This design comes from an exercise in tuning for small area, a short achievable clock period and few clock cycles on the open sky130 flow, not from production work.

==> run E <==
## nc_cpu_top
module nc_cpu_top #(
    parameter logic [7:0]  RESET_BANK      = 8'h01,
    parameter logic [15:0] RESET_OFFSET    = 16'h8000,
    parameter logic [7:0]  RESET_DATA_BANK = 8'h00
) (
    input  logic        clk,
    input  logic        reset_n,
    output logic        mem_valid,
    output logic        mem_we,
    output logic [23:0] mem_addr,
    output logic [15:0] mem_wdata,
    input  logic        mem_ready,
    input  logic [15:0] mem_rdata,
    output logic        halted
);
Settings: LEC_CHECK=0, CAP_MARGIN=20, CORE_MARGIN=2, CORE_UTILIZATION=40, PLACE_DENSITY=0.6, SLEW_MARGIN=20; clock period 11.0 ns.
standard.sh (not shown) runs the stock make flow with config.mk's settings and CLKGATE_MAP_FILE= SYNTH_SCRIPT=/design/flow/synth_recipe.tcl, a recipe that flattens the netlist after the stock synthesis.
==> flow/flow/run.sh <==
#!/bin/bash
set -euo pipefail
MARGIN=$(cat flow/margin.txt)
bash standard.sh SETUP_SLACK_MARGIN=$MARGIN finish > flow_make.log 2>&1
==> flow/flow/margin.txt <==
6.3
==> run A: changes against run E <==
--- a/flow/design.v
+++ b/flow/design.v
@@ -291,52 +291,59 @@
     output logic [23:0] mem_addr,
     output logic [15:0] mem_wdata,
     input  logic        mem_ready,
     input  logic [15:0] mem_rdata,
     output logic        halted
 );
-    logic [15:0] regs [8];   
-    logic [7:0]  rv;         
+    logic [15:0] regs [8];
     logic        fz, fn, fc, fv;
     logic [7:0]  dbr;
     logic [15:0] ir;        
     logic        iv;        
     logic        run;       
     logic [15:0] fa;        
     logic        mph;       
     logic [15:0] mx, my;    
     logic        sv;
     logic [2:0]  sa, sd;
     logic        d_mem, d_st, d_halt, d_mul, d_fwd;
-    logic        d_uj;          
-    logic [7:0]  d_bc;          
     logic [3:0]  op, nop;
     assign nop  = mem_rdata[15:12];
     logic [2:0]  rd, rs, fnc;
     logic [15:0] simm;
     assign op   = ir[15:12];
     assign rd   = ir[11:9];
     assign rs   = ir[8:6];
     assign fnc  = ir[2:0];
-    assign simm = {{7{ir[8]}}, ir[8:0]};    
-    logic is_jmp, is_ld;
+    assign simm = {{7{ir[8]}}, ir[8:0]};
+    logic is_jmpi, is_jmp, is_br, is_ld;
+    assign is_jmpi = (op == 4'hA);
     assign is_jmp  = (op == 4'hB);
+    assign is_br   = (op == 4'hC);
     assign is_ld   = d_mem && !d_st;
     logic [15:0] a_val, b_val;
-    logic taken;
-    assign taken = d_uj || (d_bc[0] &&  fz) || (d_bc[1] && !fz)
-                        || (d_bc[2] &&  fc) || (d_bc[3] && !fc)
-                        || (d_bc[4] &&  fn) || (d_bc[5] && !fn)
-                        || (d_bc[6] &&  fv) || (d_bc[7] && !fv);
+    logic cond;
+    always_comb begin
+        case (rd)
+            3'd0: cond =  fz;
+            3'd1: cond = !fz;
+            3'd2: cond =  fc;
+            3'd3: cond = !fc;
+            3'd4: cond =  fn;
+            3'd5: cond = !fn;
+            3'd6: cond =  fv;
+            default: cond = !fv;
+        endcase
+    end
     logic        redir, dacc, hlt, mul0, fetching;
-    logic [15:0] target, cur, fa_next;
-    logic [15:0] tgt;       
-    assign redir   = iv && taken;
-    assign target  = is_jmp ? a_val : tgt;
-    assign cur     = redir ? target : fa;
-    assign fa_next = cur + 16'd2;
+    logic [6:0]  page;
+    logic [15:0] target, cur;
+    assign page   = (fa[8:1] == 8'd0) ? fa[15:9] - 7'd1 : fa[15:9];
+    assign redir  = iv && (is_jmpi || is_jmp || (is_br && cond));
+    assign target = is_jmpi ? {page, ir[8:0]} : is_jmp ? a_val : fa + simm;
+    assign cur    = redir ? target : fa;
     assign dacc     = iv && d_mem;
     assign hlt      = iv && d_halt;
     assign mul0     = iv && d_mul && !mph;
     assign fetching = run && !dacc && !hlt && !mul0;
     assign halted    = hlt;
     assign mem_valid = run && !hlt && !mul0;
@@ -396,21 +403,22 @@
     logic st_kill, alu_kill, fwd_hit;
     assign alu_kill = ex_alu && ((wr && (rd == sa || rd == sd)) || dbr_wr);
     assign st_kill  = alu_kill || (ex_ld && (rd == sa || rd == sd));
     assign fwd_hit  = (nop == 4'hD) && sv && !alu_kill && (mem_rdata[8:6] == sa);
     always_ff @(posedge clk or negedge reset_n) begin
         if (!reset_n) begin
-            rv <= 8'h00;
+            for (int i = 0; i < 8; i++)
+                regs[i] <= '0;
             {fz, fn, fc, fv} <= 4'h0;
             dbr <= RESET_DATA_BANK;
             sv  <= 1'b0;
             sa  <= 3'd0;
             sd  <= 3'd0;
         end else begin
             if (wen)
-                rv[rd] <= 1'b1;
+                regs[rd] <= res;
             if ((ex_alu && set_zn) || ex_ld) begin
                 fz <= zr;
                 fn <= res[15];
             end
             if (ex_alu && set_cv) begin
                 fc <= carry;
@@ -435,45 +443,37 @@
             fa  <= RESET_OFFSET;
         end else begin
             run <= 1'b1;
             mph <= mul0;
             if (fetching) begin
                 iv <= mem_ready;
-                fa <= mem_ready ? fa_next : cur;
+                fa <= mem_ready ? cur + 16'd2 : cur;
             end else if (dacc && mem_ready) begin
                 iv <= 1'b0;
             end
         end
     end
     logic [2:0]  na, nb;
-    logic [15:0] simm2;     
-    assign simm2 = {{7{mem_rdata[8]}}, mem_rdata[8:0]} + 16'd2;
     logic        haz_a, haz_b;
     assign na    = mem_rdata[8:6];
     assign nb    = (nop == 4'hE) ? mem_rdata[11:9] : (nop == 4'hD) ? sd : mem_rdata[5:3];
     assign haz_a = ex_alu && wr && (rd == na);
     assign haz_b = ex_alu && wr && (rd == nb);
     always_ff @(posedge clk) begin
-        if (wen)
-            regs[rd] <= res;
         if (fetching && mem_ready) begin
-            a_val <= haz_a ? res : (regs[na] & {16{rv[na]}});
-            tgt   <= (nop == 4'hA) ? {cur[15:9], mem_rdata[8:0]} : cur + simm2;
-            b_val <= haz_b ? res : (regs[nb] & {16{rv[nb]}});
+            a_val <= haz_a ? res : regs[na];
+            b_val <= haz_b ? res : regs[nb];
         end
     end
     always_ff @(posedge clk) begin
         mx <= mx_d;
         my <= my_d;
         if (fetching && mem_ready) begin
             ir     <= mem_rdata;
             d_mem  <= (nop == 4'hE) || ((nop == 4'hD) && !fwd_hit);
             d_fwd  <= fwd_hit;
             d_st   <= (nop == 4'hE);
             d_halt <= (nop == 4'hF) && (mem_rdata[2:0] == 3'd6);
             d_mul  <= (nop == 4'h9);
-            d_uj   <= (nop == 4'hA) || (nop == 4'hB);
-            for (int i = 0; i < 8; i++)
-                d_bc[i] <= (nop == 4'hC) && (mem_rdata[11:9] == i[2:0]);
         end
     end
 endmodule
==> out/metrics.yaml <==
synth_cells: 2157
p_int_uw: 2980
status: "complete, no violations"
cts_setup_buffers: 75
the above is filed under run A

==> out/metrics.yaml <==
status: "complete, no violations"
cts_setup_buffers: 43
p_int_uw: 2860
synth_cells: 2055
clockBufferDepth: 3
yosys.area_share.simple: 0.126
the above is filed under run E

Function was not checked in any run of this note: the RTL went through the layout flow alone.

[separate check: timing with driven ports]
How much do the figures lean on ideal ports? The routed layouts below were timed once more, with nothing changed but the port constraints.
Step 1 sets driving cells, clkbuf_16 on the clock port and buf_2 on the other inputs (assumed; they add their load-dependent delay and slew).
Step 2 moves the port delays by t, midway between the first and last clock arrival at a register: inputs arrive t later, outputs are due t later. That takes back most of the time a late clock gives input paths.
a / b / c = ideal / step 1 / step 2; a / b = the first two.
run	t (ns)	setup WS [ns]	latest minus earliest clock arrival (ns)	slew at the worst register clock pin (ns)	worst data-port slew with drivers (ns)
run E	0.605	6.228 / 6.169 / 5.779	0.023 / 0.023	0.06 / 0.06	0.10
run A	0.640	5.406 / 5.347 / 5.796	0.051 / 0.050	0.07 / 0.07	0.04
After both steps setup and hold are still met in every run listed. The setup slack of run E, which loses most, moves by -0.059 ns with the drivers and by -0.449 ns with both steps.
